This is an optimization exercise on Yosys and OpenROAD, whose aim is small area, not a production implementation.
Function was checked by simulation only, so behaviour that the tests miss may differ from the original.
No activity file was given, so power comes from the tool's default toggle rates.

==> flow/flow/run.sh <==
#!/bin/bash
# The standard layout (standard.sh: standard synthesis and ORFS to finish) with two changes:
#  - each port buffer is the smallest buffer cell instead of the flow's default pick;
#  - the clock tree uses clkbuf_4 cells in clusters of at most 10 sinks, without dummy loads.
set -euo pipefail
export BUFFER_PORTS_ARGS="-buffer_cell sky130_fd_sc_hd__buf_1"
export CTS_ARGS="-sink_clustering_enable -repair_clock_nets -dont_use_dummy_load -buf_list sky130_fd_sc_hd__clkbuf_4 -sink_clustering_size 10 -sink_clustering_max_diameter 40"
bash standard.sh finish > standard.log 2>&1
==> flow/standard.sh <==
#!/bin/bash
# synth_recipe.tcl (not shown) runs the flow's synth.tcl, then flattens the netlist and writes it again
# the make line also repeats each setting of config.mk as NAME=value (left out here)
make -C /OpenROAD-flow-scripts/flow DESIGN_CONFIG=/design/flow/config.mk WORK_HOME=/design/flow/orfs CLKGATE_MAP_FILE= SYNTH_SCRIPT=/design/flow/synth_recipe.tcl "${@:-finish}"
==> flow/config.mk <==
export PLATFORM = sky130hd
export DESIGN_NAME = timeService
export DESIGN_NICKNAME = timeService
export VERILOG_FILES = /design/flow/design.v
export SDC_FILE = /design/flow/constraint.sdc
export NUM_CORES = 4
export LEC_CHECK = 0
export CAP_MARGIN = 20
export CORE_MARGIN = 2
export CORE_UTILIZATION = 40
export SLEW_MARGIN = 20
==> flow/constraint.sdc <==
create_clock -name core_clock -period 5.5 [get_ports {CLK}]
set_input_delay 1.1000 -clock core_clock [delete_from_list [all_inputs] [get_ports {CLK}]]
set_output_delay 1.1000 -clock core_clock [all_outputs]
set_load 0.01 [all_outputs]
==> flow/design.v <==
package timePkg;
  localparam int secWidth = 32;
  localparam int fracWidth = 50;
  localparam int timeWidth = 64;
  localparam int countWidth = 28;
  localparam int edgeWidth = 8;
  localparam int controlWidth = 5;
  localparam int statusWidth = 32;
  localparam int ctlModeLsb = 0;
  localparam int ctlDisablePps = 2;
  localparam int statPpsLostSticky = 31;
  localparam int statGpsSticky = 30;
  localparam int statPpsInSticky = 29;
  localparam int statTimeSetSticky = 28;
  localparam int statPpsOk = 27;
  localparam int statPpsLost = 26;
  localparam int stickyWidth = statPpsLostSticky - statTimeSetSticky + 1;
  typedef enum logic [2:0] {
    opNone,
    opSetTime,
    opSetDelta,
    opSetControl,
    opClear
  } cmdOp;
  typedef enum logic [1:0] {
    modeDrive,
    modeEcho,
    modeToggle,
    modeOff
  } ppsOutMode;
endpackage
module timeService #(
  parameter int tickCount = 200,
  parameter int windowTol = 2,
  parameter int highTicks = 180
) (
  input  logic                              CLK,
  input  logic                              rst,
  input  timePkg::cmdOp                     cmd,
  input  logic [timePkg::timeWidth-1:0]     timeIn,
  input  logic                              ppsIn,
  output logic [timePkg::statusWidth-1:0]   statusOut,
  output logic [timePkg::controlWidth-1:0]  controlOut,
  output logic [timePkg::countWidth-1:0]    ticksPerPps,
  output logic [timePkg::timeWidth-1:0]     nowTime,
  output logic [timePkg::timeWidth-1:0]     deltaTime,
  output logic                              ppsOut
);
  localparam int cw = timePkg::countWidth;
  localparam logic [cw-1:0] minTicks = cw'(tickCount - windowTol);
  localparam logic [cw-1:0] maxTicks = cw'(tickCount + windowTol);
  localparam logic [cw-1:0] highCount = cw'(highTicks);
  localparam logic [47:0] fracInc = 48'((64'd1 << 48) / 64'(tickCount));
  logic setTime, ctlWrite, clearSticky, captureDelta;
  assign setTime = (cmd == timePkg::opSetTime);
  assign captureDelta = (cmd == timePkg::opSetDelta);
  assign ctlWrite = (cmd == timePkg::opSetControl) || (cmd == timePkg::opClear);
  assign clearSticky = (cmd == timePkg::opClear);
  logic timeSetSticky, ppsInSticky, ppsLostSticky;
  logic disablePps;
  assign disablePps = controlOut[timePkg::ctlDisablePps];
  logic syncMeta, ppsSync, prevLevel;
  logic [cw-1:0] fromRise;
  logic [cw-1:0] sinceAccept;
  logic ppsEdge, ppsAccept, ppsOk, ppsLost;
  logic [timePkg::edgeWidth-1:0] edgeCount;
  logic rawEdge, inWindow, acceptNow;
  assign rawEdge = ppsSync && !prevLevel && !disablePps;
  assign inWindow = (fromRise > minTicks) && (fromRise < maxTicks);
  assign acceptNow = rawEdge && inWindow;
  logic [31:0] seconds;
  logic [47:0] frac;
  logic        secWrap;
  logic        secStep, ppsStep;
  logic [48:0] fracNext;
  assign ppsStep = ppsOk && ppsAccept;
  assign secStep = ppsOk ? ppsAccept : secWrap;
  logic [48:0] fc0; logic [47:0] fs0;
  logic [6:0] bc;
  assign bc[0] = 1'b0;
  assign fc0[0] = 1'b0;
  assign fs0[0] = ~(frac[0] ^ fc0[0]); assign fc0[1] = frac[0] | fc0[0];
  assign fs0[1] = frac[1] ^ fc0[1]; assign fc0[2] = frac[1] & fc0[1];
  assign fs0[2] = frac[2] ^ fc0[2]; assign fc0[3] = frac[2] & fc0[2];
  assign fs0[3] = frac[3] ^ fc0[3]; assign fc0[4] = frac[3] & fc0[3];
  assign fs0[4] = frac[4] ^ fc0[4]; assign fc0[5] = frac[4] & fc0[4];
  assign fs0[5] = ~(frac[5] ^ fc0[5]); assign fc0[6] = frac[5] | fc0[5];
  assign fs0[6] = ~(frac[6] ^ fc0[6]); assign fc0[7] = frac[6] | fc0[6];
  assign fs0[7] = ~(frac[7] ^ fc0[7]); assign fc0[8] = frac[7] | fc0[7];
  logic [8:0] t0;
  assign t0[0] = bc[0];
  assign fracNext[0] = fs0[0] ^ t0[0]; assign t0[1] = fs0[0] & t0[0];
  assign fracNext[1] = fs0[1] ^ t0[1]; assign t0[2] = fs0[1] & t0[1];
  assign fracNext[2] = fs0[2] ^ t0[2]; assign t0[3] = fs0[2] & t0[2];
  assign fracNext[3] = fs0[3] ^ t0[3]; assign t0[4] = fs0[3] & t0[3];
  assign fracNext[4] = fs0[4] ^ t0[4]; assign t0[5] = fs0[4] & t0[4];
  assign fracNext[5] = fs0[5] ^ t0[5]; assign t0[6] = fs0[5] & t0[5];
  assign fracNext[6] = fs0[6] ^ t0[6]; assign t0[7] = fs0[6] & t0[6];
  assign fracNext[7] = fs0[7] ^ t0[7]; assign t0[8] = fs0[7] & t0[7];
  assign bc[1] = fc0[8] | (bc[0] & (&fs0[7:0]));
  assign fs0[8] = frac[8]; assign fc0[9] = 1'b0;
  assign fs0[9] = ~(frac[9] ^ fc0[9]); assign fc0[10] = frac[9] | fc0[9];
  assign fs0[10] = frac[10] ^ fc0[10]; assign fc0[11] = frac[10] & fc0[10];
  assign fs0[11] = ~(frac[11] ^ fc0[11]); assign fc0[12] = frac[11] | fc0[11];
  assign fs0[12] = ~(frac[12] ^ fc0[12]); assign fc0[13] = frac[12] | fc0[12];
  assign fs0[13] = ~(frac[13] ^ fc0[13]); assign fc0[14] = frac[13] | fc0[13];
  assign fs0[14] = ~(frac[14] ^ fc0[14]); assign fc0[15] = frac[14] | fc0[14];
  assign fs0[15] = frac[15] ^ fc0[15]; assign fc0[16] = frac[15] & fc0[15];
  logic [8:0] t1;
  assign t1[0] = bc[1];
  assign fracNext[8] = fs0[8] ^ t1[0]; assign t1[1] = fs0[8] & t1[0];
  assign fracNext[9] = fs0[9] ^ t1[1]; assign t1[2] = fs0[9] & t1[1];
  assign fracNext[10] = fs0[10] ^ t1[2]; assign t1[3] = fs0[10] & t1[2];
  assign fracNext[11] = fs0[11] ^ t1[3]; assign t1[4] = fs0[11] & t1[3];
  assign fracNext[12] = fs0[12] ^ t1[4]; assign t1[5] = fs0[12] & t1[4];
  assign fracNext[13] = fs0[13] ^ t1[5]; assign t1[6] = fs0[13] & t1[5];
  assign fracNext[14] = fs0[14] ^ t1[6]; assign t1[7] = fs0[14] & t1[6];
  assign fracNext[15] = fs0[15] ^ t1[7]; assign t1[8] = fs0[15] & t1[7];
  assign bc[2] = fc0[16] | (bc[1] & (&fs0[15:8]));
  assign fs0[16] = frac[16]; assign fc0[17] = 1'b0;
  assign fs0[17] = frac[17] ^ fc0[17]; assign fc0[18] = frac[17] & fc0[17];
  assign fs0[18] = ~(frac[18] ^ fc0[18]); assign fc0[19] = frac[18] | fc0[18];
  assign fs0[19] = frac[19] ^ fc0[19]; assign fc0[20] = frac[19] & fc0[19];
  assign fs0[20] = ~(frac[20] ^ fc0[20]); assign fc0[21] = frac[20] | fc0[20];
  assign fs0[21] = frac[21] ^ fc0[21]; assign fc0[22] = frac[21] & fc0[21];
  assign fs0[22] = frac[22] ^ fc0[22]; assign fc0[23] = frac[22] & fc0[22];
  assign fs0[23] = frac[23] ^ fc0[23]; assign fc0[24] = frac[23] & fc0[23];
  logic [8:0] t2;
  assign t2[0] = bc[2];
  assign fracNext[16] = fs0[16] ^ t2[0]; assign t2[1] = fs0[16] & t2[0];
  assign fracNext[17] = fs0[17] ^ t2[1]; assign t2[2] = fs0[17] & t2[1];
  assign fracNext[18] = fs0[18] ^ t2[2]; assign t2[3] = fs0[18] & t2[2];
  assign fracNext[19] = fs0[19] ^ t2[3]; assign t2[4] = fs0[19] & t2[3];
  assign fracNext[20] = fs0[20] ^ t2[4]; assign t2[5] = fs0[20] & t2[4];
  assign fracNext[21] = fs0[21] ^ t2[5]; assign t2[6] = fs0[21] & t2[5];
  assign fracNext[22] = fs0[22] ^ t2[6]; assign t2[7] = fs0[22] & t2[6];
  assign fracNext[23] = fs0[23] ^ t2[7]; assign t2[8] = fs0[23] & t2[7];
  assign bc[3] = fc0[24] | (bc[2] & (&fs0[23:16]));
  assign fs0[24] = frac[24]; assign fc0[25] = 1'b0;
  assign fs0[25] = ~(frac[25] ^ fc0[25]); assign fc0[26] = frac[25] | fc0[25];
  assign fs0[26] = ~(frac[26] ^ fc0[26]); assign fc0[27] = frac[26] | fc0[26];
  assign fs0[27] = ~(frac[27] ^ fc0[27]); assign fc0[28] = frac[27] | fc0[27];
  assign fs0[28] = frac[28] ^ fc0[28]; assign fc0[29] = frac[28] & fc0[28];
  assign fs0[29] = ~(frac[29] ^ fc0[29]); assign fc0[30] = frac[29] | fc0[29];
  assign fs0[30] = frac[30] ^ fc0[30]; assign fc0[31] = frac[30] & fc0[30];
  assign fs0[31] = ~(frac[31] ^ fc0[31]); assign fc0[32] = frac[31] | fc0[31];
  logic [8:0] t3;
  assign t3[0] = bc[3];
  assign fracNext[24] = fs0[24] ^ t3[0]; assign t3[1] = fs0[24] & t3[0];
  assign fracNext[25] = fs0[25] ^ t3[1]; assign t3[2] = fs0[25] & t3[1];
  assign fracNext[26] = fs0[26] ^ t3[2]; assign t3[3] = fs0[26] & t3[2];
  assign fracNext[27] = fs0[27] ^ t3[3]; assign t3[4] = fs0[27] & t3[3];
  assign fracNext[28] = fs0[28] ^ t3[4]; assign t3[5] = fs0[28] & t3[4];
  assign fracNext[29] = fs0[29] ^ t3[5]; assign t3[6] = fs0[29] & t3[5];
  assign fracNext[30] = fs0[30] ^ t3[6]; assign t3[7] = fs0[30] & t3[6];
  assign fracNext[31] = fs0[31] ^ t3[7]; assign t3[8] = fs0[31] & t3[7];
  assign bc[4] = fc0[32] | (bc[3] & (&fs0[31:24]));
  assign fs0[32] = ~frac[32]; assign fc0[33] = frac[32];
  assign fs0[33] = ~(frac[33] ^ fc0[33]); assign fc0[34] = frac[33] | fc0[33];
  assign fs0[34] = ~(frac[34] ^ fc0[34]); assign fc0[35] = frac[34] | fc0[34];
  assign fs0[35] = frac[35] ^ fc0[35]; assign fc0[36] = frac[35] & fc0[35];
  assign fs0[36] = frac[36] ^ fc0[36]; assign fc0[37] = frac[36] & fc0[36];
  assign fs0[37] = frac[37] ^ fc0[37]; assign fc0[38] = frac[37] & fc0[37];
  assign fs0[38] = ~(frac[38] ^ fc0[38]); assign fc0[39] = frac[38] | fc0[38];
  assign fs0[39] = frac[39] ^ fc0[39]; assign fc0[40] = frac[39] & fc0[39];
  logic [8:0] t4;
  assign t4[0] = bc[4];
  assign fracNext[32] = fs0[32] ^ t4[0]; assign t4[1] = fs0[32] & t4[0];
  assign fracNext[33] = fs0[33] ^ t4[1]; assign t4[2] = fs0[33] & t4[1];
  assign fracNext[34] = fs0[34] ^ t4[2]; assign t4[3] = fs0[34] & t4[2];
  assign fracNext[35] = fs0[35] ^ t4[3]; assign t4[4] = fs0[35] & t4[3];
  assign fracNext[36] = fs0[36] ^ t4[4]; assign t4[5] = fs0[36] & t4[4];
  assign fracNext[37] = fs0[37] ^ t4[5]; assign t4[6] = fs0[37] & t4[5];
  assign fracNext[38] = fs0[38] ^ t4[6]; assign t4[7] = fs0[38] & t4[6];
  assign fracNext[39] = fs0[39] ^ t4[7]; assign t4[8] = fs0[39] & t4[7];
  assign bc[5] = fc0[40] | (bc[4] & (&fs0[39:32]));
  assign fs0[40] = ~frac[40]; assign fc0[41] = frac[40];
  assign fs0[41] = frac[41] ^ fc0[41]; assign fc0[42] = frac[41] & fc0[41];
  assign fs0[42] = frac[42] ^ fc0[42]; assign fc0[43] = frac[42] & fc0[42];
  assign fs0[43] = frac[43] ^ fc0[43]; assign fc0[44] = frac[43] & fc0[43];
  assign fs0[44] = frac[44] ^ fc0[44]; assign fc0[45] = frac[44] & fc0[44];
  assign fs0[45] = frac[45] ^ fc0[45]; assign fc0[46] = frac[45] & fc0[45];
  assign fs0[46] = frac[46] ^ fc0[46]; assign fc0[47] = frac[46] & fc0[46];
  assign fs0[47] = frac[47] ^ fc0[47]; assign fc0[48] = frac[47] & fc0[47];
  logic [8:0] t5;
  assign t5[0] = bc[5];
  assign fracNext[40] = fs0[40] ^ t5[0]; assign t5[1] = fs0[40] & t5[0];
  assign fracNext[41] = fs0[41] ^ t5[1]; assign t5[2] = fs0[41] & t5[1];
  assign fracNext[42] = fs0[42] ^ t5[2]; assign t5[3] = fs0[42] & t5[2];
  assign fracNext[43] = fs0[43] ^ t5[3]; assign t5[4] = fs0[43] & t5[3];
  assign fracNext[44] = fs0[44] ^ t5[4]; assign t5[5] = fs0[44] & t5[4];
  assign fracNext[45] = fs0[45] ^ t5[5]; assign t5[6] = fs0[45] & t5[5];
  assign fracNext[46] = fs0[46] ^ t5[6]; assign t5[7] = fs0[46] & t5[6];
  assign fracNext[47] = fs0[47] ^ t5[7]; assign t5[8] = fs0[47] & t5[7];
  assign bc[6] = fc0[48] | (bc[5] & (&fs0[47:40]));
  assign fracNext[48] = bc[6];
  logic [63:0] deltaNext;
  logic [64:0] dsc0; logic [63:0] dss0; logic [63:0] dsp, dsg;
  assign dsp = nowTime ^ ~timeIn; assign dsg = nowTime & ~timeIn;
  logic [16:0] dsbc, dsbg, dsbp;
  assign dsbc[0] = 1'b1;
  assign dsc0[0] = 1'b0;
  assign dss0[0] = dsp[0] ^ dsc0[0]; assign dsc0[1] = dsg[0] | (dsp[0] & dsc0[0]);
  assign dss0[1] = dsp[1] ^ dsc0[1]; assign dsc0[2] = dsg[1] | (dsp[1] & dsc0[1]);
  assign dss0[2] = dsp[2] ^ dsc0[2]; assign dsc0[3] = dsg[2] | (dsp[2] & dsc0[2]);
  assign dss0[3] = dsp[3] ^ dsc0[3]; assign dsc0[4] = dsg[3] | (dsp[3] & dsc0[3]);
  assign dsbg[0] = dsc0[4]; assign dsbp[0] = &dss0[3:0];
  logic [4:0] dst0;
  assign dst0[0] = dsbc[0];
  assign deltaNext[0] = dss0[0] ^ dst0[0]; assign dst0[1] = dss0[0] & dst0[0];
  assign deltaNext[1] = dss0[1] ^ dst0[1]; assign dst0[2] = dss0[1] & dst0[1];
  assign deltaNext[2] = dss0[2] ^ dst0[2]; assign dst0[3] = dss0[2] & dst0[2];
  assign deltaNext[3] = dss0[3] ^ dst0[3]; assign dst0[4] = dss0[3] & dst0[3];
  assign dss0[4] = dsp[4]; assign dsc0[5] = dsg[4];
  assign dss0[5] = dsp[5] ^ dsc0[5]; assign dsc0[6] = dsg[5] | (dsp[5] & dsc0[5]);
  assign dss0[6] = dsp[6] ^ dsc0[6]; assign dsc0[7] = dsg[6] | (dsp[6] & dsc0[6]);
  assign dss0[7] = dsp[7] ^ dsc0[7]; assign dsc0[8] = dsg[7] | (dsp[7] & dsc0[7]);
  assign dsbg[1] = dsc0[8]; assign dsbp[1] = &dss0[7:4];
  logic [4:0] dst1;
  assign dst1[0] = dsbc[1];
  assign deltaNext[4] = dss0[4] ^ dst1[0]; assign dst1[1] = dss0[4] & dst1[0];
  assign deltaNext[5] = dss0[5] ^ dst1[1]; assign dst1[2] = dss0[5] & dst1[1];
  assign deltaNext[6] = dss0[6] ^ dst1[2]; assign dst1[3] = dss0[6] & dst1[2];
  assign deltaNext[7] = dss0[7] ^ dst1[3]; assign dst1[4] = dss0[7] & dst1[3];
  assign dss0[8] = dsp[8]; assign dsc0[9] = dsg[8];
  assign dss0[9] = dsp[9] ^ dsc0[9]; assign dsc0[10] = dsg[9] | (dsp[9] & dsc0[9]);
  assign dss0[10] = dsp[10] ^ dsc0[10]; assign dsc0[11] = dsg[10] | (dsp[10] & dsc0[10]);
  assign dss0[11] = dsp[11] ^ dsc0[11]; assign dsc0[12] = dsg[11] | (dsp[11] & dsc0[11]);
  assign dsbg[2] = dsc0[12]; assign dsbp[2] = &dss0[11:8];
  logic [4:0] dst2;
  assign dst2[0] = dsbc[2];
  assign deltaNext[8] = dss0[8] ^ dst2[0]; assign dst2[1] = dss0[8] & dst2[0];
  assign deltaNext[9] = dss0[9] ^ dst2[1]; assign dst2[2] = dss0[9] & dst2[1];
  assign deltaNext[10] = dss0[10] ^ dst2[2]; assign dst2[3] = dss0[10] & dst2[2];
  assign deltaNext[11] = dss0[11] ^ dst2[3]; assign dst2[4] = dss0[11] & dst2[3];
  assign dss0[12] = dsp[12]; assign dsc0[13] = dsg[12];
  assign dss0[13] = dsp[13] ^ dsc0[13]; assign dsc0[14] = dsg[13] | (dsp[13] & dsc0[13]);
  assign dss0[14] = dsp[14] ^ dsc0[14]; assign dsc0[15] = dsg[14] | (dsp[14] & dsc0[14]);
  assign dss0[15] = dsp[15] ^ dsc0[15]; assign dsc0[16] = dsg[15] | (dsp[15] & dsc0[15]);
  assign dsbg[3] = dsc0[16]; assign dsbp[3] = &dss0[15:12];
  logic [4:0] dst3;
  assign dst3[0] = dsbc[3];
  assign deltaNext[12] = dss0[12] ^ dst3[0]; assign dst3[1] = dss0[12] & dst3[0];
  assign deltaNext[13] = dss0[13] ^ dst3[1]; assign dst3[2] = dss0[13] & dst3[1];
  assign deltaNext[14] = dss0[14] ^ dst3[2]; assign dst3[3] = dss0[14] & dst3[2];
  assign deltaNext[15] = dss0[15] ^ dst3[3]; assign dst3[4] = dss0[15] & dst3[3];
  assign dss0[16] = dsp[16]; assign dsc0[17] = dsg[16];
  assign dss0[17] = dsp[17] ^ dsc0[17]; assign dsc0[18] = dsg[17] | (dsp[17] & dsc0[17]);
  assign dss0[18] = dsp[18] ^ dsc0[18]; assign dsc0[19] = dsg[18] | (dsp[18] & dsc0[18]);
  assign dss0[19] = dsp[19] ^ dsc0[19]; assign dsc0[20] = dsg[19] | (dsp[19] & dsc0[19]);
  assign dsbg[4] = dsc0[20]; assign dsbp[4] = &dss0[19:16];
  logic [4:0] dst4;
  assign dst4[0] = dsbc[4];
  assign deltaNext[16] = dss0[16] ^ dst4[0]; assign dst4[1] = dss0[16] & dst4[0];
  assign deltaNext[17] = dss0[17] ^ dst4[1]; assign dst4[2] = dss0[17] & dst4[1];
  assign deltaNext[18] = dss0[18] ^ dst4[2]; assign dst4[3] = dss0[18] & dst4[2];
  assign deltaNext[19] = dss0[19] ^ dst4[3]; assign dst4[4] = dss0[19] & dst4[3];
  assign dss0[20] = dsp[20]; assign dsc0[21] = dsg[20];
  assign dss0[21] = dsp[21] ^ dsc0[21]; assign dsc0[22] = dsg[21] | (dsp[21] & dsc0[21]);
  assign dss0[22] = dsp[22] ^ dsc0[22]; assign dsc0[23] = dsg[22] | (dsp[22] & dsc0[22]);
  assign dss0[23] = dsp[23] ^ dsc0[23]; assign dsc0[24] = dsg[23] | (dsp[23] & dsc0[23]);
  assign dsbg[5] = dsc0[24]; assign dsbp[5] = &dss0[23:20];
  logic [4:0] dst5;
  assign dst5[0] = dsbc[5];
  assign deltaNext[20] = dss0[20] ^ dst5[0]; assign dst5[1] = dss0[20] & dst5[0];
  assign deltaNext[21] = dss0[21] ^ dst5[1]; assign dst5[2] = dss0[21] & dst5[1];
  assign deltaNext[22] = dss0[22] ^ dst5[2]; assign dst5[3] = dss0[22] & dst5[2];
  assign deltaNext[23] = dss0[23] ^ dst5[3]; assign dst5[4] = dss0[23] & dst5[3];
  assign dss0[24] = dsp[24]; assign dsc0[25] = dsg[24];
  assign dss0[25] = dsp[25] ^ dsc0[25]; assign dsc0[26] = dsg[25] | (dsp[25] & dsc0[25]);
  assign dss0[26] = dsp[26] ^ dsc0[26]; assign dsc0[27] = dsg[26] | (dsp[26] & dsc0[26]);
  assign dss0[27] = dsp[27] ^ dsc0[27]; assign dsc0[28] = dsg[27] | (dsp[27] & dsc0[27]);
  assign dsbg[6] = dsc0[28]; assign dsbp[6] = &dss0[27:24];
  logic [4:0] dst6;
  assign dst6[0] = dsbc[6];
  assign deltaNext[24] = dss0[24] ^ dst6[0]; assign dst6[1] = dss0[24] & dst6[0];
  assign deltaNext[25] = dss0[25] ^ dst6[1]; assign dst6[2] = dss0[25] & dst6[1];
  assign deltaNext[26] = dss0[26] ^ dst6[2]; assign dst6[3] = dss0[26] & dst6[2];
  assign deltaNext[27] = dss0[27] ^ dst6[3]; assign dst6[4] = dss0[27] & dst6[3];
  assign dss0[28] = dsp[28]; assign dsc0[29] = dsg[28];
  assign dss0[29] = dsp[29] ^ dsc0[29]; assign dsc0[30] = dsg[29] | (dsp[29] & dsc0[29]);
  assign dss0[30] = dsp[30] ^ dsc0[30]; assign dsc0[31] = dsg[30] | (dsp[30] & dsc0[30]);
  assign dss0[31] = dsp[31] ^ dsc0[31]; assign dsc0[32] = dsg[31] | (dsp[31] & dsc0[31]);
  assign dsbg[7] = dsc0[32]; assign dsbp[7] = &dss0[31:28];
  logic [4:0] dst7;
  assign dst7[0] = dsbc[7];
  assign deltaNext[28] = dss0[28] ^ dst7[0]; assign dst7[1] = dss0[28] & dst7[0];
  assign deltaNext[29] = dss0[29] ^ dst7[1]; assign dst7[2] = dss0[29] & dst7[1];
  assign deltaNext[30] = dss0[30] ^ dst7[2]; assign dst7[3] = dss0[30] & dst7[2];
  assign deltaNext[31] = dss0[31] ^ dst7[3]; assign dst7[4] = dss0[31] & dst7[3];
  assign dss0[32] = dsp[32]; assign dsc0[33] = dsg[32];
  assign dss0[33] = dsp[33] ^ dsc0[33]; assign dsc0[34] = dsg[33] | (dsp[33] & dsc0[33]);
  assign dss0[34] = dsp[34] ^ dsc0[34]; assign dsc0[35] = dsg[34] | (dsp[34] & dsc0[34]);
  assign dss0[35] = dsp[35] ^ dsc0[35]; assign dsc0[36] = dsg[35] | (dsp[35] & dsc0[35]);
  assign dsbg[8] = dsc0[36]; assign dsbp[8] = &dss0[35:32];
  logic [4:0] dst8;
  assign dst8[0] = dsbc[8];
  assign deltaNext[32] = dss0[32] ^ dst8[0]; assign dst8[1] = dss0[32] & dst8[0];
  assign deltaNext[33] = dss0[33] ^ dst8[1]; assign dst8[2] = dss0[33] & dst8[1];
  assign deltaNext[34] = dss0[34] ^ dst8[2]; assign dst8[3] = dss0[34] & dst8[2];
  assign deltaNext[35] = dss0[35] ^ dst8[3]; assign dst8[4] = dss0[35] & dst8[3];
  assign dss0[36] = dsp[36]; assign dsc0[37] = dsg[36];
  assign dss0[37] = dsp[37] ^ dsc0[37]; assign dsc0[38] = dsg[37] | (dsp[37] & dsc0[37]);
  assign dss0[38] = dsp[38] ^ dsc0[38]; assign dsc0[39] = dsg[38] | (dsp[38] & dsc0[38]);
  assign dss0[39] = dsp[39] ^ dsc0[39]; assign dsc0[40] = dsg[39] | (dsp[39] & dsc0[39]);
  assign dsbg[9] = dsc0[40]; assign dsbp[9] = &dss0[39:36];
  logic [4:0] dst9;
  assign dst9[0] = dsbc[9];
  assign deltaNext[36] = dss0[36] ^ dst9[0]; assign dst9[1] = dss0[36] & dst9[0];
  assign deltaNext[37] = dss0[37] ^ dst9[1]; assign dst9[2] = dss0[37] & dst9[1];
  assign deltaNext[38] = dss0[38] ^ dst9[2]; assign dst9[3] = dss0[38] & dst9[2];
  assign deltaNext[39] = dss0[39] ^ dst9[3]; assign dst9[4] = dss0[39] & dst9[3];
  assign dss0[40] = dsp[40]; assign dsc0[41] = dsg[40];
  assign dss0[41] = dsp[41] ^ dsc0[41]; assign dsc0[42] = dsg[41] | (dsp[41] & dsc0[41]);
  assign dss0[42] = dsp[42] ^ dsc0[42]; assign dsc0[43] = dsg[42] | (dsp[42] & dsc0[42]);
  assign dss0[43] = dsp[43] ^ dsc0[43]; assign dsc0[44] = dsg[43] | (dsp[43] & dsc0[43]);
  assign dsbg[10] = dsc0[44]; assign dsbp[10] = &dss0[43:40];
  logic [4:0] dst10;
  assign dst10[0] = dsbc[10];
  assign deltaNext[40] = dss0[40] ^ dst10[0]; assign dst10[1] = dss0[40] & dst10[0];
  assign deltaNext[41] = dss0[41] ^ dst10[1]; assign dst10[2] = dss0[41] & dst10[1];
  assign deltaNext[42] = dss0[42] ^ dst10[2]; assign dst10[3] = dss0[42] & dst10[2];
  assign deltaNext[43] = dss0[43] ^ dst10[3]; assign dst10[4] = dss0[43] & dst10[3];
  assign dss0[44] = dsp[44]; assign dsc0[45] = dsg[44];
  assign dss0[45] = dsp[45] ^ dsc0[45]; assign dsc0[46] = dsg[45] | (dsp[45] & dsc0[45]);
  assign dss0[46] = dsp[46] ^ dsc0[46]; assign dsc0[47] = dsg[46] | (dsp[46] & dsc0[46]);
  assign dss0[47] = dsp[47] ^ dsc0[47]; assign dsc0[48] = dsg[47] | (dsp[47] & dsc0[47]);
  assign dsbg[11] = dsc0[48]; assign dsbp[11] = &dss0[47:44];
  logic [4:0] dst11;
  assign dst11[0] = dsbc[11];
  assign deltaNext[44] = dss0[44] ^ dst11[0]; assign dst11[1] = dss0[44] & dst11[0];
  assign deltaNext[45] = dss0[45] ^ dst11[1]; assign dst11[2] = dss0[45] & dst11[1];
  assign deltaNext[46] = dss0[46] ^ dst11[2]; assign dst11[3] = dss0[46] & dst11[2];
  assign deltaNext[47] = dss0[47] ^ dst11[3]; assign dst11[4] = dss0[47] & dst11[3];
  assign dss0[48] = dsp[48]; assign dsc0[49] = dsg[48];
  assign dss0[49] = dsp[49] ^ dsc0[49]; assign dsc0[50] = dsg[49] | (dsp[49] & dsc0[49]);
  assign dss0[50] = dsp[50] ^ dsc0[50]; assign dsc0[51] = dsg[50] | (dsp[50] & dsc0[50]);
  assign dss0[51] = dsp[51] ^ dsc0[51]; assign dsc0[52] = dsg[51] | (dsp[51] & dsc0[51]);
  assign dsbg[12] = dsc0[52]; assign dsbp[12] = &dss0[51:48];
  logic [4:0] dst12;
  assign dst12[0] = dsbc[12];
  assign deltaNext[48] = dss0[48] ^ dst12[0]; assign dst12[1] = dss0[48] & dst12[0];
  assign deltaNext[49] = dss0[49] ^ dst12[1]; assign dst12[2] = dss0[49] & dst12[1];
  assign deltaNext[50] = dss0[50] ^ dst12[2]; assign dst12[3] = dss0[50] & dst12[2];
  assign deltaNext[51] = dss0[51] ^ dst12[3]; assign dst12[4] = dss0[51] & dst12[3];
  assign dss0[52] = dsp[52]; assign dsc0[53] = dsg[52];
  assign dss0[53] = dsp[53] ^ dsc0[53]; assign dsc0[54] = dsg[53] | (dsp[53] & dsc0[53]);
  assign dss0[54] = dsp[54] ^ dsc0[54]; assign dsc0[55] = dsg[54] | (dsp[54] & dsc0[54]);
  assign dss0[55] = dsp[55] ^ dsc0[55]; assign dsc0[56] = dsg[55] | (dsp[55] & dsc0[55]);
  assign dsbg[13] = dsc0[56]; assign dsbp[13] = &dss0[55:52];
  logic [4:0] dst13;
  assign dst13[0] = dsbc[13];
  assign deltaNext[52] = dss0[52] ^ dst13[0]; assign dst13[1] = dss0[52] & dst13[0];
  assign deltaNext[53] = dss0[53] ^ dst13[1]; assign dst13[2] = dss0[53] & dst13[1];
  assign deltaNext[54] = dss0[54] ^ dst13[2]; assign dst13[3] = dss0[54] & dst13[2];
  assign deltaNext[55] = dss0[55] ^ dst13[3]; assign dst13[4] = dss0[55] & dst13[3];
  assign dss0[56] = dsp[56]; assign dsc0[57] = dsg[56];
  assign dss0[57] = dsp[57] ^ dsc0[57]; assign dsc0[58] = dsg[57] | (dsp[57] & dsc0[57]);
  assign dss0[58] = dsp[58] ^ dsc0[58]; assign dsc0[59] = dsg[58] | (dsp[58] & dsc0[58]);
  assign dss0[59] = dsp[59] ^ dsc0[59]; assign dsc0[60] = dsg[59] | (dsp[59] & dsc0[59]);
  assign dsbg[14] = dsc0[60]; assign dsbp[14] = &dss0[59:56];
  logic [4:0] dst14;
  assign dst14[0] = dsbc[14];
  assign deltaNext[56] = dss0[56] ^ dst14[0]; assign dst14[1] = dss0[56] & dst14[0];
  assign deltaNext[57] = dss0[57] ^ dst14[1]; assign dst14[2] = dss0[57] & dst14[1];
  assign deltaNext[58] = dss0[58] ^ dst14[2]; assign dst14[3] = dss0[58] & dst14[2];
  assign deltaNext[59] = dss0[59] ^ dst14[3]; assign dst14[4] = dss0[59] & dst14[3];
  assign dss0[60] = dsp[60]; assign dsc0[61] = dsg[60];
  assign dss0[61] = dsp[61] ^ dsc0[61]; assign dsc0[62] = dsg[61] | (dsp[61] & dsc0[61]);
  assign dss0[62] = dsp[62] ^ dsc0[62]; assign dsc0[63] = dsg[62] | (dsp[62] & dsc0[62]);
  assign dss0[63] = dsp[63] ^ dsc0[63]; assign dsc0[64] = dsg[63] | (dsp[63] & dsc0[63]);
  assign dsbg[15] = dsc0[64]; assign dsbp[15] = &dss0[63:60];
  logic [4:0] dst15;
  assign dst15[0] = dsbc[15];
  assign deltaNext[60] = dss0[60] ^ dst15[0]; assign dst15[1] = dss0[60] & dst15[0];
  assign deltaNext[61] = dss0[61] ^ dst15[1]; assign dst15[2] = dss0[61] & dst15[1];
  assign deltaNext[62] = dss0[62] ^ dst15[2]; assign dst15[3] = dss0[62] & dst15[2];
  assign deltaNext[63] = dss0[63] ^ dst15[3]; assign dst15[4] = dss0[63] & dst15[3];
  logic [4:0] dsgc;
  assign dsgc[0] = dsbc[0];
  logic dsGG0, dsGP0;
  assign dsGG0 = (dsbg[3] | (dsbp[3] & (dsbg[2] | (dsbp[2] & (dsbg[1] | (dsbp[1] & dsbg[0])))))); assign dsGP0 = (dsbp[3] & (dsbp[2] & (dsbp[1] & dsbp[0])));
  assign dsgc[1] = dsGG0 | (dsGP0 & dsgc[0]);
  assign dsbc[1] = dsbg[0] | (dsbp[0] & dsbc[0]);
  assign dsbc[2] = dsbg[1] | (dsbp[1] & dsbc[1]);
  assign dsbc[3] = dsbg[2] | (dsbp[2] & dsbc[2]);
  logic dsGG1, dsGP1;
  assign dsGG1 = (dsbg[7] | (dsbp[7] & (dsbg[6] | (dsbp[6] & (dsbg[5] | (dsbp[5] & dsbg[4])))))); assign dsGP1 = (dsbp[7] & (dsbp[6] & (dsbp[5] & dsbp[4])));
  assign dsgc[2] = dsGG1 | (dsGP1 & dsgc[1]);
  assign dsbc[4] = dsgc[1];
  assign dsbc[5] = dsbg[4] | (dsbp[4] & dsbc[4]);
  assign dsbc[6] = dsbg[5] | (dsbp[5] & dsbc[5]);
  assign dsbc[7] = dsbg[6] | (dsbp[6] & dsbc[6]);
  logic dsGG2, dsGP2;
  assign dsGG2 = (dsbg[11] | (dsbp[11] & (dsbg[10] | (dsbp[10] & (dsbg[9] | (dsbp[9] & dsbg[8])))))); assign dsGP2 = (dsbp[11] & (dsbp[10] & (dsbp[9] & dsbp[8])));
  assign dsgc[3] = dsGG2 | (dsGP2 & dsgc[2]);
  assign dsbc[8] = dsgc[2];
  assign dsbc[9] = dsbg[8] | (dsbp[8] & dsbc[8]);
  assign dsbc[10] = dsbg[9] | (dsbp[9] & dsbc[9]);
  assign dsbc[11] = dsbg[10] | (dsbp[10] & dsbc[10]);
  logic dsGG3, dsGP3;
  assign dsGG3 = (dsbg[15] | (dsbp[15] & (dsbg[14] | (dsbp[14] & (dsbg[13] | (dsbp[13] & dsbg[12])))))); assign dsGP3 = (dsbp[15] & (dsbp[14] & (dsbp[13] & dsbp[12])));
  assign dsgc[4] = dsGG3 | (dsGP3 & dsgc[3]);
  assign dsbc[12] = dsgc[3];
  assign dsbc[13] = dsbg[12] | (dsbp[12] & dsbc[12]);
  assign dsbc[14] = dsbg[13] | (dsbp[13] & dsbc[13]);
  assign dsbc[15] = dsbg[14] | (dsbp[14] & dsbc[14]);
  assign dsbc[16] = dsgc[4];
  logic [cw-1:0] perCount;
  logic localPulse, toggle;
  always_ff @(posedge CLK)
  begin
    if (rst)
    begin
      controlOut <= '0;
      deltaTime <= '0;
      timeSetSticky <= 1'b0;
      ppsInSticky <= 1'b0;
      ppsLostSticky <= 1'b0;
      syncMeta <= 1'b0;
      ppsSync <= 1'b0;
      prevLevel <= 1'b0;
      fromRise <= '0;
      sinceAccept <= '0;
      ppsEdge <= 1'b0;
      ppsAccept <= 1'b0;
      ppsOk <= 1'b0;
      ppsLost <= 1'b0;
      edgeCount <= '0;
      ticksPerPps <= '0;
      seconds <= '0;
      frac <= '0;
      secWrap <= 1'b0;
      nowTime <= '0;
      perCount <= highCount;
      localPulse <= 1'b0;
      toggle <= 1'b0;
    end
    else
    begin
      if (ctlWrite)
        controlOut <= timeIn[timePkg::controlWidth-1:0];
      if (captureDelta)
        deltaTime <= deltaNext;
      if (clearSticky)
      begin
        timeSetSticky <= 1'b0;
        ppsInSticky <= 1'b0;
        ppsLostSticky <= 1'b0;
      end
      else
      begin
        if (setTime)
          timeSetSticky <= 1'b1;
        if (ppsOk)
          ppsInSticky <= 1'b1;
        if (ppsLost)
          ppsLostSticky <= 1'b1;
      end
      syncMeta <= ppsIn;
      ppsSync <= syncMeta;
      if (!disablePps)
        prevLevel <= ppsSync;
      fromRise <= rawEdge ? cw'(1) : fromRise + 1'b1;
      ppsEdge <= rawEdge;
      ppsAccept <= acceptNow;
      ppsOk <= ppsAccept || (ppsOk && !ppsLost);
      ppsLost <= ppsOk && ((rawEdge && !inWindow) || (fromRise == maxTicks));
      if (ppsEdge)
        edgeCount <= edgeCount + 1'b1;
      sinceAccept <= acceptNow ? cw'(1) : sinceAccept + 1'b1;
      if (acceptNow)
        ticksPerPps <= sinceAccept;
      secWrap <= 1'b0;
      if (setTime)
      begin
        seconds <= timeIn[63:32];
        frac <= {timeIn[31:0], 16'b0};
      end
      else
      begin
        if (secStep)
          seconds <= seconds + 1'b1;
        if (ppsStep)
          frac <= '0;
        else
        begin
          frac <= fracNext[47:0];
          secWrap <= fracNext[48];
        end
      end
      nowTime <= {seconds, frac[47:16]};
      perCount <= secStep ? '0 : perCount + 1'b1;
      localPulse <= perCount < highCount;
      toggle <= !toggle;
    end
  end
  always_comb
  begin
    case (controlOut[1:0])
      timePkg::modeDrive: ppsOut = localPulse;
      timePkg::modeEcho: ppsOut = ppsSync;
      timePkg::modeToggle: ppsOut = toggle;
      default: ppsOut = 1'b0;
    endcase
  end
  always_comb
  begin
    statusOut = '0;
    statusOut[timePkg::statPpsLostSticky] = ppsLostSticky;
    statusOut[timePkg::statPpsInSticky] = ppsInSticky;
    statusOut[timePkg::statTimeSetSticky] = timeSetSticky;
    statusOut[timePkg::statPpsOk] = ppsOk;
    statusOut[timePkg::statPpsLost] = ppsLost;
    statusOut[timePkg::edgeWidth-1:0] = edgeCount;
  end
endmodule
==> summary.txt, run 1 <==
Timing
The clock tree skew after final layout is 104 ps. The transition time at the pin with the least slew margin is 1040 ps. Setup violations remaining at the end of the flow were counted as 0.

The total count of max-transition violations in the final report is 0. Setup repair after global routing left no endpoint under its margin. The tightest slew margin relative to the limit is 30.7%. The number of hold violations in the final report was 0. After layout, the minimum clock period comes to 4760 ps. Of the available clock period, the critical path in the final layout requires around 86%.

The post-route worst hold slack is 399 ps. The maximum clock rate is 0.210 GHz. Across all setup checks in the final design, the least slack found is 745 ps.

Pwr
Summed over all cells, the static leakage comes to 0.00762 uW. The total power divided by cell area is 270 nW/um^2. The total power consumption of the routed design is between 4000 and 5000 uW. The maximum VDD drop is 139 uV.

Global route
The number of global-route vias before repair is 12282. The met3 track utilization from global routing is roughly 4.5%. The met1 demand-to-capacity share in global routing is about a quarter. Global routing finished with a remaining overflow of 0. For this run, global-route usage on met2 was measured as 27.6%.

The most used routing layer is met2. The global-route total usage across every layer is ~18%. The number of antenna violations at the first check in global routing is 5. Entering global routing, the biggest net connects 66 pins. The first-pass GRT wire length is 63.8 mm.

Route
For this block, the routed nets add up to 39.1 mm of wire. In this run the remaining antenna-violating nets after routing total 0. The post-detailed-route DRC marker count is 0. Summing over every cut layer, the via total after detailed routing is about 13000.

After detailed routing, the number of vias per cell comes to 4.93. The first detailed-routing pass took 5 iterations. The initial DRC count is 590.

The average wire length per cell after detail routing is between 15 and 20 um.

Synth
The post-synthesis cell area is roughly 17000 um^2. The number of register bits inferred by synthesis is ~350. Among all flip-flop cells after synthesis, the most frequent one is sky130_fd_sc_hd__dfxtp_1. Of the post-synthesis cell area, the dominant cell type holds a little over two fifths.

The total number of yosys warnings is 1. The number of unique standard cell types used by synthesis is 68. The mean area per synthesized cell is 9.32 um^2.

The synthesized design spends more area on one cell type than any other, namely sky130_fd_sc_hd__dfxtp_1. Sorting the synthesized cells by area gives the leading types as sky130_fd_sc_hd__dfxtp_1, sky130_fd_sc_hd__ha_1, sky130_fd_sc_hd__fa_1. The share of the yosys chip area belonging to registers is 41.7%.

Counting every instance in the synthesized netlist gives ~1800. For this run, asynchronously set or reset flops after synthesis account for 0%. The number of flops mapped to enable cells by yosys is 0.

Worst setup path
The startpoint of the worst register-to-register path is nowTime[0]$_SDFF_PP0_. The capture instance of the worst register-to-register path is deltaTime[59]$_SDFFE_PP0N_. Along the worst path, the maximum fanout reaches 3. The category of the most critical setup path is primary input to flop. The depth of the worst register-to-register path is 18. The worst setup path is captured at a flop. For flop-to-flop paths, the worst setup slack is 900 ps. The endpoint required time on the critical path is 6150 ps. The timing startpoint of the critical path is timeIn[0].

The worst setup path is launched from a primary input. For the worst setup path, the data arrival time is 5410 ps.

Clock tree
The count of H-tree levels built during CTS is 2. Counting along the longest clock path gives a buffer depth of 3. TritonCTS built the clock tree.

The library cell used as clock root buffer is sky130_fd_sc_hd__clkbuf_4. The number of cells upsized or downsized after cts is 0. The number of buffers added for setup after CTS is 0. The clock-pin transition on the worst setup and hold timing paths is 90 ps. The total of hold buffers inserted after clock tree synthesis is 0. The total number of clock tree sinks is 346. For the worst-skew pair, the clock arrives at the later sink with an insertion delay of 790 ps. TritonCTS created 58 clock buffers.

Final layout
The finished layout cell area is 18400 um^2. From synthesis to final layout, the design area changed by 10.9%. The post-layout net count is approximately 2300. The post-route netlist has 5.07% of its cells at a drive strength greater than 1.

Hold path
The sink of the worst hold path is nowTime[30]$_SDFF_PP0_. The number of cells on the worst hold path is 1. The path class of the tightest hold or removal check is flop to flop.

The startpoint identified for the worst hold timing path is frac[46]$_SDFF_PP0_.

Die
In this run the core area contains 74 standard-cell rows. The floorplan core area is 40900 um^2. From bottom edge to top edge, the die measures slightly above 200 um. The number of top-level pins is around 260. The horizontal die dimension is just over 200 um. The die covers 43200 um^2. The effective utilization at floorplan is 40.6%.

Placed design
The placer's final routability congestion estimate is 0.861. Once placement finished, the instance area stood at approximately 18000 um^2. Buffers placed on the I/O ports in this run total 244. The worst setup timing slack at the placement stage is -65.0 ps. The half-perimeter wire length after placement is 29.1 mm.

Job
The tool flagged a number of max-cap violations equal to 0.

Run status
The run finished with no timing, DRC or antenna violations.
[routing by layer]
metal  wire [um]  vias up
li1            -     6376
met1       18200     5885
met2       17000      272
met3        2360      101
met4        1500        4
met5          26        -
[placed cells by master (no fill, tap or decap), types with 14 or more instances in the layout]
cell	n
sky130_fd_sc_hd__dfxtp_1	346
sky130_fd_sc_hd__buf_1	243
sky130_fd_sc_hd__nor2_1	212
sky130_fd_sc_hd__nand2_1	161
sky130_fd_sc_hd__inv_1	158
sky130_fd_sc_hd__ha_1	145
sky130_fd_sc_hd__a21oi_1	71
sky130_fd_sc_hd__xor2_1	67
sky130_fd_sc_hd__clkbuf_4	59
sky130_fd_sc_hd__nor2b_1	58
sky130_fd_sc_hd__xnor2_1	58
sky130_fd_sc_hd__fa_1	47
sky130_fd_sc_hd__nand4_1	42
sky130_fd_sc_hd__nand3_1	36
sky130_fd_sc_hd__a211oi_1	36
sky130_fd_sc_hd__mux2i_1	35
sky130_fd_sc_hd__a22o_1	28
sky130_fd_sc_hd__o21ai_0	23
sky130_fd_sc_hd__buf_4	21
sky130_fd_sc_hd__conb_1	19
sky130_fd_sc_hd__and2_1	17
sky130_fd_sc_hd__or3_1	17
sky130_fd_sc_hd__and3_1	15
sky130_fd_sc_hd__and4_1	14
[worst max path at each step]
stage / endpoint / slack [ps] / cells after the start
floorplan: deltaTime[63]$_SDFFE_PP0N_ / 670 / 17
global placement: deltaTime[59]$_SDFFE_PP0N_ / 20 / 20
detailed placement: deltaTime[59]$_SDFFE_PP0N_ / -70 / 20
CTS: deltaTime[59]$_SDFFE_PP0N_ / 770 / 20
global route: deltaTime[59]$_SDFFE_PP0N_ / 420 / 20
finish: deltaTime[59]$_SDFFE_PP0N_ / 740 / 20
[cell type report]
cell class	instances	area (um^2)
fillers	4075	22500
inverters	158	593
repair buffers	265	1080
multi-input cells	1203	8720
clock buffers	58	435
diodes	3	7.51
flip-flops and latches	346	6930
well taps	532	666
[cell usage after synthesis (7+ instances only)]
library cell and instances:
sky130_fd_sc_hd__fa_1 47, sky130_fd_sc_hd__nand2b_1 8, sky130_fd_sc_hd__and4_1 14, sky130_fd_sc_hd__mux2i_1 35, sky130_fd_sc_hd__and3_1 15, sky130_fd_sc_hd__xor2_1 67, sky130_fd_sc_hd__dfxtp_1 346, sky130_fd_sc_hd__nor2_1 213
sky130_fd_sc_hd__nand3_1 36, sky130_fd_sc_hd__a21oi_1 71, sky130_fd_sc_hd__inv_1 158, sky130_fd_sc_hd__buf_1 7, sky130_fd_sc_hd__o21ai_0 23, sky130_fd_sc_hd__nor2b_1 59, sky130_fd_sc_hd__and2_1 18, sky130_fd_sc_hd__xnor2_1 58
sky130_fd_sc_hd__buf_4 28, sky130_fd_sc_hd__a22o_1 28, sky130_fd_sc_hd__clkbuf_1 55, sky130_fd_sc_hd__nand2_1 163, sky130_fd_sc_hd__or3_1 17, sky130_fd_sc_hd__a211oi_1 36, sky130_fd_sc_hd__nor3_1 10, sky130_fd_sc_hd__nand4_1 42
sky130_fd_sc_hd__nor4_1 11, sky130_fd_sc_hd__ha_1 145
[critical path, stage by stage]
cell                        delay [ps]
sky130_fd_sc_hd__buf_1             110
sky130_fd_sc_hd__inv_1              60
sky130_fd_sc_hd__ha_1              200
sky130_fd_sc_hd__fa_1              390
sky130_fd_sc_hd__fa_1              370
sky130_fd_sc_hd__inv_1              80
sky130_fd_sc_hd__fa_1              420
sky130_fd_sc_hd__nand4b_1          260
sky130_fd_sc_hd__a2111oi_2         340
sky130_fd_sc_hd__buf_4             190
sky130_fd_sc_hd__o21ai_1           110
sky130_fd_sc_hd__o31ai_4           360
sky130_fd_sc_hd__a31oi_1           200
sky130_fd_sc_hd__buf_4             190
sky130_fd_sc_hd__o31ai_1           240
sky130_fd_sc_hd__ha_1              190
sky130_fd_sc_hd__ha_1              140
sky130_fd_sc_hd__ha_1              150
sky130_fd_sc_hd__xnor2_1            70
sky130_fd_sc_hd__a211oi_1          210
[flip-flops by register name, summed over array words and instances (netlist names), 5 cells and up]
register,cells
deltaTime,64
controlOut,5
ticksPerPps,28
fromRise,28
nowTime,64
edgeCount,8
perCount,28
seconds,32
frac,48
sinceAccept,28
[power breakdown]
part           switching [uW]  total, uW  internal [uW]
Combinational             513        902            388
Clock                     856       1330            479
Sequential               91.5       2750           2650
Total                    1460       4980           3520
[stage by stage]
| stage | utilization [%] | cells | TNS, ps |
|---|---|---|---|
| 6_report | 45.0 | 2565 | 0 |
| 5_1_grt | 45.0 | 2564 | 0 |
| 4_1_cts | 45.0 | 2562 | 0 |
| 3_5_place_dp | 43.9 | 2504 | -104 |
| 3_3_place_gp | 43.9 | 2504 | 0 |
| 2_1_floorplan | - | 1801 | 0 |
[cells by family after synthesis]
logic type,count (synthesis),synth area share (%)
adders and majority gates,192,16.6
buffers and inverters,252,6.39
muxes,37,2.26
AOI/OAI and AO/OA,198,8.02
other,1,0.0226
xor gates and xnor gates,125,6.59
DFF,346,41.7
and+or+nand+nor,632,18.5
==> inputs of run 2 (changes only) <==
--- a/flow/design.v
+++ b/flow/design.v
@@ -407,4 +407,12 @@
   assign dsbc[15] = dsbg[14] | (dsbp[14] & dsbc[14]);
   assign dsbc[16] = dsgc[4];
+  function automatic logic [27:0] inc28(input logic [27:0] q);
+    logic [28:0] t;
+    t[0] = 1'b1;
+    for (int i = 0; i < 28; i++) begin
+      inc28[i] = q[i] ^ t[i];
+      t[i+1] = (i == 13) ? &q[13:0] : q[i] & t[i];
+    end
+  endfunction
   logic [cw-1:0] perCount;
   logic localPulse, toggle;
@@ -462,5 +470,5 @@
       if (!disablePps)
         prevLevel <= ppsSync;
-      fromRise <= rawEdge ? cw'(1) : fromRise + 1'b1;
+      fromRise <= rawEdge ? cw'(1) : inc28(fromRise);
       ppsEdge <= rawEdge;
       ppsAccept <= acceptNow;
@@ -469,5 +477,5 @@
       if (ppsEdge)
         edgeCount <= edgeCount + 1'b1;
-      sinceAccept <= acceptNow ? cw'(1) : sinceAccept + 1'b1;
+      sinceAccept <= acceptNow ? cw'(1) : inc28(sinceAccept);
       if (acceptNow)
         ticksPerPps <= sinceAccept;
@@ -491,5 +499,5 @@
       end
       nowTime <= {seconds, frac[47:16]};
-      perCount <= secStep ? '0 : perCount + 1'b1;
+      perCount <= secStep ? '0 : inc28(perCount);
       localPulse <= perCount < highCount;
       toggle <= !toggle;
==> run 2 against run 1 <==
  * Power increased by 1.2%
  * Core utilization down 0.087 points
  * Design area fell by 0.65%
  * Sequential power hardly changed
  * Combinational power rose by 2%
  * Worst hold slack improved by 21 ps
  * Synthesized cell count is 6.9% lower
  * Clock-buffer cell count grew 3
  * Critical path type unchanged
==> summary.txt, run 2 <==
Timing
The worst path uses 87.9% of the clock period. Setup repair after global routing left no endpoint under its margin. The number of hold violations in the final report came to 0. The maximum clock rate is 0.207 GHz. The post-route worst hold slack is 420 ps. At the pin with the least slew margin, the transition time is 850 ps. The accumulated negative setup slack is 0 ps. Measured against its own limit, the worst slew margin works out to a little over two fifths. The total count of max-transition violations in the final report is 0. Setup violations remaining at the end of the flow were counted as 0.

The clock period minus final worst setup slack is 4840 ps. On the final layout, the worst clock skew is 96.6 ps.

Clock tree
After clock tree synthesis, the setup repair step added 0 buffers. For this design, the CTS-stage hold fixing added 0 buffers. The library cell used as clock root buffer is sky130_fd_sc_hd__clkbuf_4. At the later pin of the worst-skew pair, clock insertion delay measures 820 ps. Clock-pin slew was measured on the worst setup and hold paths at 80 ps. The H-tree was split into 2 levels.

The number of gates resized after CTS was 0. In this run the deepest clock path goes through 3 buffers. The TritonCTS clock tree is done. Counting the buffers created by CTS gives slightly above 60. For this design, the sink count on the clock tree is ~350.

Worst setup path
The delay of the slowest cell on the worst path is between 400 and 500 ps. The category of the most critical setup path is primary input to flop. Of all nets on the critical path, the largest fanout is 3. The arrival time at the worst endpoint is 5530 ps. Traced cell by cell, the critical path runs through buf_1, inv_1, ha_1, fa_1, fa_1, inv_1, fa_1, nand4b_1, a2111oi_2, o21ai_1, o31ai_4, a41oi_1, a21oi_1, ha_1, ha_1, ha_1, xor2_1, xnor2_1, a211oi_1. On the critical path the largest part of the delay comes from adder cells. The endpoint required time on the critical path is between 6000 and 7000 ps. Among the stages of the critical path, the cell type that occurs most often is sky130_fd_sc_hd__ha_1. The kind of capture point of the worst setup path is a flop.

On the critical path, the stage with the largest delay is an instance of sky130_fd_sc_hd__a2111oi_2. The startpoint kind of the worst setup timing path is a primary input. The critical path contains buffers and inverters numbering 3 combined.

Die
The region available for standard cell placement spans 40700 um^2. The height of the chip is about 210 um. The initial utilization of the core area, before any placement, comes to 40.4%. The number of top-level pins is about 260. The horizontal die dimension is between 200 and 250 um.

The floorplan die area is 42800 um^2. The number of cell rows is 74.

Synth
The post-synthesis instance total is 1660. The post-synthesis share of cell area spent on xor and xnor gates is under 10%. The synthesized design contains 0 enable-type register cells.

Sequential elements use 42.0% of the synthesized area. The number of register bits inferred by synthesis is 346. Yosys mapped the design onto 63 distinct sky130hd cell types. The mean area per synthesized cell is around 9.9 um^2. The synthesized netlist devotes 16.5% of its cell area to simple gates. The share of flip-flops with an asynchronous set or reset is 0%. The adder-cell share of the synthesized area is 22.2%. Sorting the synthesized cells by how often they occur yields sky130_fd_sc_hd__dfxtp_1, sky130_fd_sc_hd__ha_1, sky130_fd_sc_hd__inv_1, sky130_fd_sc_hd__nor2_1, sky130_fd_sc_hd__nand2_1. By area the synthesized netlist is led by sky130_fd_sc_hd__dfxtp_1, sky130_fd_sc_hd__ha_1, sky130_fd_sc_hd__fa_1.

The synthesized design devotes to its leading area cell type 42.0% of total area. The fraction of synthesized area in multiplexers is approximately 2.3%. The mapped netlist covers around 16000 um^2. Summing the areas of all compound-gate instances in the mapped netlist gives 7.50% of the synthesized area. The dominant register cell in the synthesized netlist is sky130_fd_sc_hd__dfxtp_1. The library cell with the highest instance count after synthesis is sky130_fd_sc_hd__dfxtp_1. The synthesized design spends more area on one cell type than any other, namely sky130_fd_sc_hd__dfxtp_1. After synthesis, the largest family of logic cells by area is adder cells. For this run, the number of Yosys warnings is 1.

Global route
The maximum number of pins on one net before global-route repair is 79. The first global-routing pass estimated 61.1 mm of wire. The number of global-route vias before repair is around 12000. The number of antenna violations at the first check in global routing is 3. The global-route total usage across every layer is between 10% and 20%. The total overflow left after global routing is 0.

Pwr
The total power consumption of the routed design is between 5000 and 6000 uW. For this design the static power due to leakage is 0.00819 uW. Power spread over the standard cell area amounts to about 280 nW/um^2. The maximum VDD drop is between 100 and 150 uV.

Route
The routed layout has between 10000 and 15000 vias. In this run, the number of DRC markers left after iteration 0 of detailed routing was roughly 490. The count of nets left with antenna violations once routing finished came out at 0. In the final routed layout, each cell accounts on average for 16.0 um. The average via count per standard cell is 4.88. The post-detailed-route DRC marker count is 0. The final wirelength is 39.3 mm. The number of iterations in the first detailed-routing pass is 4.

Final layout
Leaving out fill and tap cells, the most frequent cells in the layout are sky130_fd_sc_hd__dfxtp_1, sky130_fd_sc_hd__buf_1, sky130_fd_sc_hd__ha_1. The fraction of layout instances using a drive strength above 1 is 5.54%. The commonest non-fill, non-tap cell in the layout is sky130_fd_sc_hd__dfxtp_1.

The post-layout net count is 2248. The finished layout cell area is 18300 um^2. In the final layout, the registers with the most flip-flops are deltaTime (64), nowTime (64), frac (48). From synthesis to final layout, the design area changed by 11.1%. The fraction of the core area covered by cells at the end of the flow is ~45%.

Placed design
The placed cell area is ~18000 um^2. The count of input and output buffers is 244. The HPWL after detailed placement is 29.5 mm. The placer's final routability congestion estimate is between 0.8 and 0.9.

Hold path
The tightest min-delay check is of the flop to flop type.

Job
Max-cap violations in this run came to 0.

Run status
The run finished with no timing, DRC or antenna violations.
run 2: layout make-up:
cell class / count / area [um^2]
repair buffers: 264 / 1070
fillers: 4009 / 22400
multi-input cells: 1091 / 8620
well taps: 532 / 666
diodes: 3 / 7.51
flip-flops and latches: 346 / 6930
inverters: 150 / 563
clock buffers: 61 / 458
run 2: cells by family after synthesis:
| logic type | after synthesis |
|---|---|
| buf+inv | 241 |
| other cells | 1 |
| simple gates | 529 |
| fa+ha+maj | 264 |
| mux | 38 |
| xor+xnor | 60 |
| compound gates | 181 |
| flops | 346 |
run 2: per-stage QoR:
stage	setup slack [ps]	std cells
floorplan	669	1678
global placement	-90.3	2383
detailed placement	-178	2383
CTS	678	2444
global route	404	2447
finish	664	2447
run 2: metal layers:
metal  GRT usage [%]  wire length (um)  vias up  part of all wire (%)
met2            29.9             18100      268                    46
li1                -                 -     5995                     -
met1            22.6             17300     5617                    44
met5               0                 0        -                     0
met4            6.69              1210        0                   3.1
met3            5.56              2610       72                   6.7
run 2: report_power, final:
group | internal, uW | total (uW) | switching [uW]
clock | 502 | 1380 | 876
combinational | 395 | 916 | 522
sequential | 2660 | 2750 | 89.9
run 2: path summary, 6_finish.rpt:
check                                            start                          to  cells after the start  slack [ps]
worst max-delay path                         timeIn[0]  deltaTime[63]$_SDFFE_PP0N_                     19         660
worst min-delay path            perCount[0]$_SDFF_PP0_      perCount[0]$_SDFF_PP0_                      1         420
worst max register to register   nowTime[0]$_SDFF_PP0_  deltaTime[63]$_SDFFE_PP0N_                     17         780
worst min register to register  perCount[0]$_SDFF_PP0_      perCount[0]$_SDFF_PP0_                      1         420
==> inputs of run 3 (changes only) <==
--- a/flow/design.v
+++ b/flow/design.v
@@ -200,16 +200,14 @@
   logic [16:0] dsbc, dsbg, dsbp;
   assign dsbc[0] = 1'b1;
-  assign dsc0[0] = 1'b0;
-  assign dss0[0] = dsp[0] ^ dsc0[0]; assign dsc0[1] = dsg[0] | (dsp[0] & dsc0[0]);
-  assign dss0[1] = dsp[1] ^ dsc0[1]; assign dsc0[2] = dsg[1] | (dsp[1] & dsc0[1]);
-  assign dss0[2] = dsp[2] ^ dsc0[2]; assign dsc0[3] = dsg[2] | (dsp[2] & dsc0[2]);
-  assign dss0[3] = dsp[3] ^ dsc0[3]; assign dsc0[4] = dsg[3] | (dsp[3] & dsc0[3]);
-  assign dsbg[0] = dsc0[4]; assign dsbp[0] = &dss0[3:0];
-  logic [4:0] dst0;
-  assign dst0[0] = dsbc[0];
-  assign deltaNext[0] = dss0[0] ^ dst0[0]; assign dst0[1] = dss0[0] & dst0[0];
-  assign deltaNext[1] = dss0[1] ^ dst0[1]; assign dst0[2] = dss0[1] & dst0[1];
-  assign deltaNext[2] = dss0[2] ^ dst0[2]; assign dst0[3] = dss0[2] & dst0[2];
-  assign deltaNext[3] = dss0[3] ^ dst0[3]; assign dst0[4] = dss0[3] & dst0[3];
+  assign dsc0[0] = 1'b1;
+  assign deltaNext[0] = dsp[0] ^ dsc0[0]; assign dsc0[1] = dsg[0] | (dsp[0] & dsc0[0]);
+  assign dss0[0] = 1'b0;
+  assign deltaNext[1] = dsp[1] ^ dsc0[1]; assign dsc0[2] = dsg[1] | (dsp[1] & dsc0[1]);
+  assign dss0[1] = 1'b0;
+  assign deltaNext[2] = dsp[2] ^ dsc0[2]; assign dsc0[3] = dsg[2] | (dsp[2] & dsc0[2]);
+  assign dss0[2] = 1'b0;
+  assign deltaNext[3] = dsp[3] ^ dsc0[3]; assign dsc0[4] = dsg[3] | (dsp[3] & dsc0[3]);
+  assign dss0[3] = 1'b0;
+  assign dsbg[0] = dsc0[4]; assign dsbp[0] = 1'b0;
   assign dss0[4] = dsp[4]; assign dsc0[5] = dsg[4];
   assign dss0[5] = dsp[5] ^ dsc0[5]; assign dsc0[6] = dsg[5] | (dsp[5] & dsc0[5]);
==> flow/flow/run.sh (replaced) <==
#!/bin/bash
# The standard layout (standard.sh: standard synthesis and ORFS to finish) with two changes:
#  - each port buffer is the smallest buffer cell instead of the flow's default pick;
#  - the clock tree uses clkbuf_4 cells in clusters of at most 10 sinks within 60 um, without dummy loads.
set -euo pipefail
export BUFFER_PORTS_ARGS="-buffer_cell sky130_fd_sc_hd__buf_1"
export CTS_ARGS="-sink_clustering_enable -repair_clock_nets -dont_use_dummy_load -buf_list sky130_fd_sc_hd__clkbuf_4 -sink_clustering_size 10 -sink_clustering_max_diameter 60"
bash standard.sh finish > standard.log 2>&1
==> run 3 against run 2 <==
  * Setup slack improved by 280 ps
  * Worst hold slack got worse by 1.8 ps
  * Non-clock buffer count fell by 10
  * Largest power group unchanged
  * Still clean on timing, DRC and antenna
==> summary.txt, run 3 <==
Run status
The flow ran to the end and the layout has no timing, DRC or antenna violations.

Clock tree
Hold repair after CTS inserted 0 buffers. TritonCTS built the clock tree. The count of H-tree levels built during CTS is 2. The clock reaches the later pin of the worst-skew pair after 770 ps. Clock-pin slew was measured on the worst setup and hold paths at 110 ps. The tree built by TritonCTS fans out to 346 sinks. The number of buffers inserted during clock tree synthesis is 42. Gates resized during post-CTS repair numbered 0. In this run the clock root is driven by a sky130_fd_sc_hd__clkbuf_4.

The number of buffers added for setup after CTS is 0. Counting along the longest clock path gives a buffer depth of 3.

Route
The final route contains 11854 vias. The pre-antenna-repair detailed-routing pass consisted of 4 iterations. The post-detailed-route DRC marker count is 0.

The number of routed nets with antenna violations is 0. The final wirelength is 40.3 mm. The initial DRC count is around 500. The average via count per standard cell is 4.87. In the final routed layout, each cell accounts on average for 16.5 um.

Synth
The number of register bits inferred by synthesis is 346. The synthesized netlist contains 58 unique library cells. The total number of yosys warnings is 1. The post-synthesis cell area is 16300 um^2. Sorting the synthesized cells by how often they occur yields sky130_fd_sc_hd__dfxtp_1, sky130_fd_sc_hd__ha_1, sky130_fd_sc_hd__nand2_1, sky130_fd_sc_hd__inv_1, sky130_fd_sc_hd__nor2_1. The post-synthesis instance total is 1685. After synthesis, flip-flops and latches occupy a little over two fifths of the total area. By area the synthesized netlist is led by sky130_fd_sc_hd__dfxtp_1, sky130_fd_sc_hd__ha_1, sky130_fd_sc_hd__fa_1. sky130_fd_sc_hd__dfxtp_1 is the most common cell in the netlist. The average instance in the mapped netlist occupies 9.68 um^2. The dominant register cell in the synthesized netlist is sky130_fd_sc_hd__dfxtp_1.

Summed over all instances, the cell type with the most area after synthesis is sky130_fd_sc_hd__dfxtp_1. The number of flops mapped to enable cells by yosys is 0. The share of flip-flops with an asynchronous set or reset is 0%. The area fraction of the dominant cell type after synthesis is 42.5%.

Worst setup path
STA classifies the critical path endpoint as a flop. The arrival time at the worst endpoint is 5210 ps. The most numerous cell type found on the critical path is sky130_fd_sc_hd__ha_1. Setup slack on the worst reg-to-reg path comes out at 1130 ps. The signal on the critical path passes through buf_1, inv_1, ha_1, fa_1, fa_1, inv_1, fa_1, nand4b_1, nor4_1, nand3_1, a211oi_1, o21ai_0, a21boi_0, ha_1, ha_1, ha_1, xor2_1, xnor2_1, a211oi_1. The highest fanout seen on the critical path is 3. The slowest cell on the critical path is sky130_fd_sc_hd__fa_1. The endpoint required time on the critical path is 6160 ps. In this design, the stage delay of the slowest critical-path cell is roughly 430 ps. The category of the most critical setup path is primary input to flop.

The startpoint kind of the worst setup timing path is a primary input.

Timing
The number of endpoints failing setup at the final stage is 0. The clock period minus final worst setup slack is 4550 ps. Adding up every negative setup slack in the final design gives 0 ps. The total count of max-transition violations in the final report is 0. The tightest slew margin relative to the limit is approximately a third.

The post-route worst hold slack is 419 ps. Setup repair after global routing left no endpoint under its margin. Of the available clock period, the critical path in the final layout requires 82.8%. The transition time at the pin with the least slew margin is 1020 ps. The number of hold violations in the final report was 0. For this run, the top clock speed supported by timing is 0.220 GHz. The clock tree skew after final layout is between 70 and 80 ps.

Final layout
In the final layout, the registers with the most flip-flops are deltaTime (64), nowTime (64), frac (48). In the layout the commonest cells are sky130_fd_sc_hd__dfxtp_1, sky130_fd_sc_hd__buf_1, sky130_fd_sc_hd__ha_1. Leaving out fill and tap cells, the most frequent cell in the layout is sky130_fd_sc_hd__dfxtp_1. Compared with the post-synthesis result, the final layout area differs by 10.1%.

Once layout is complete, the utilization of the core stands at 44.9%. The post-layout net count is 2239. The post-route netlist has 3.73% of its cells at a drive strength greater than 1.

Global route
The maximum number of pins on one net before global-route repair is 77. The total congestion overflow is 0. The global-route total usage across every layer is 19.0%. The number of global-route vias before repair was between 10000 and 15000. The number of antenna violations at the first check in global routing is 9.

The first global-routing pass estimated 63.0 mm of wire.

Die
The horizontal die dimension is about 210 um. The die is slightly above 200 um tall. The floorplan core area is 40000 um^2. The initial utilization of the core area, before any placement, comes to slightly above 40%. The floorplan die area is 42400 um^2. 264 I/O pins were placed. The number of cell rows is 73.

Pwr
Sequential cells burn between 50% and 60% of the power. The cell leakage power is between 0.007 and 0.008 uW. The clock network accounts for 24.7% of the total power.

The internal power is 3380 uW. Net switching is 29.7% of the power. The total power divided by cell area is 267 nW/um^2. The share of total power dissipated in combinational logic is around 18%. The worst-case IR drop observed on VDD is around 140 uV. The analysis attributes to net switching a power of 1430 uW.

Hold path
The type of the most critical hold path is flop to flop.

Placed design
Summed over all nets, the half-perimeter wirelength after detailed placement is 30.7 mm. In this run the tool buffered the top-level ports with about 240 buffer cells. Routability-driven placement finished with a final weighted congestion of 0.890.

Job
Max-cap violations in this run came to 0.
-- run 3: cell types whose count changed in the layout (fill, tap and decap cells not counted), moves of 4 or more --
cell                       delta
sky130_fd_sc_hd__nor2_1      -31
sky130_fd_sc_hd__o21ai_0      +5
sky130_fd_sc_hd__a21oi_1     +28
sky130_fd_sc_hd__mux2i_1     -28
sky130_fd_sc_hd__o31ai_1      -4
sky130_fd_sc_hd__nand3_1     +11
sky130_fd_sc_hd__clkbuf_4    -19
sky130_fd_sc_hd__inv_1        -8
sky130_fd_sc_hd__nand2_1     +51
sky130_fd_sc_hd__buf_4       -11
-- run 3: logic make-up (layout without fill, tap and decap cells) --
kind of cell	after synthesis	count (layout)	share of synthesized area [%]
compound gates	209	209	8.21
xor+xnor	60	60	3.22
other cells	1	25	0.0230
fa+ha+maj	262	262	22.3
buf+inv	236	438	6.07
simple gates	561	561	17.1
mux	10	10	0.621
flops	346	346	42.5
-- run 3: layer usage --
metal / GRT usage (%) / wire length [um]
met5: 0 / 74
met4: 5.33 / 910
met3: 5.38 / 2560
met2: 32.0 / 18800
met1: 23.7 / 17900
-- run 3: path summary, 6_finish.rpt --
path	startpoint	to	depth (start not counted)
hold / removal	sinceAccept[1]$_SDFF_PP0_	ticksPerPps[1]$_SDFFE_PP0P_	2
setup reg to reg	nowTime[16]$_SDFF_PP0_	deltaTime[63]$_SDFFE_PP0N_	17
setup / recovery	timeIn[16]	deltaTime[63]$_SDFFE_PP0N_	19
hold reg to reg	sinceAccept[1]$_SDFF_PP0_	ticksPerPps[1]$_SDFFE_PP0P_	2
-- run 3: critical path, delay by kind of cell --
family	cells	cell delay, ps
compound gates	4	860
xor+xnor	2	260
fa+ha+maj	7	1890
buf+inv	3	220
simple gates	3	870
-- run 3: power by group through the flow --
stage               clock [uW]  sequential [uW]  combinational, uW
finish                    1190             2740                879
global route              1360             2760               1020
CTS                       1260             2740                887
detailed placement           0             2800                880
global placement             0             2800                864
floorplan                    0             2800                592
-- run 3: cell type report --
class	count	area, um^2
Sequential cell	346	6930
Tap cell	525	657
Timing Repair Buffer	254	1010
Multi-Input combinational cell	1121	8510
Fill cell	3966	22000
Clock buffer	42	315
Inverter	142	533
Antenna cell	6	15.0
-- run 3: metrics by stage --
step / cell area, um^2 / instances / power (uW) / worst slack [ps]
after detailed placement: 17600 / 2388 / 3680 / 200
after floorplan: 16400 / 1703 / 3400 / 925
final: 18000 / 2436 / 4810 / 946
after global placement: 17600 / 2387 / 3660 / 337
after global routing: 18000 / 2433 / 5140 / 729
after CTS: 17900 / 2430 / 4890 / 1020
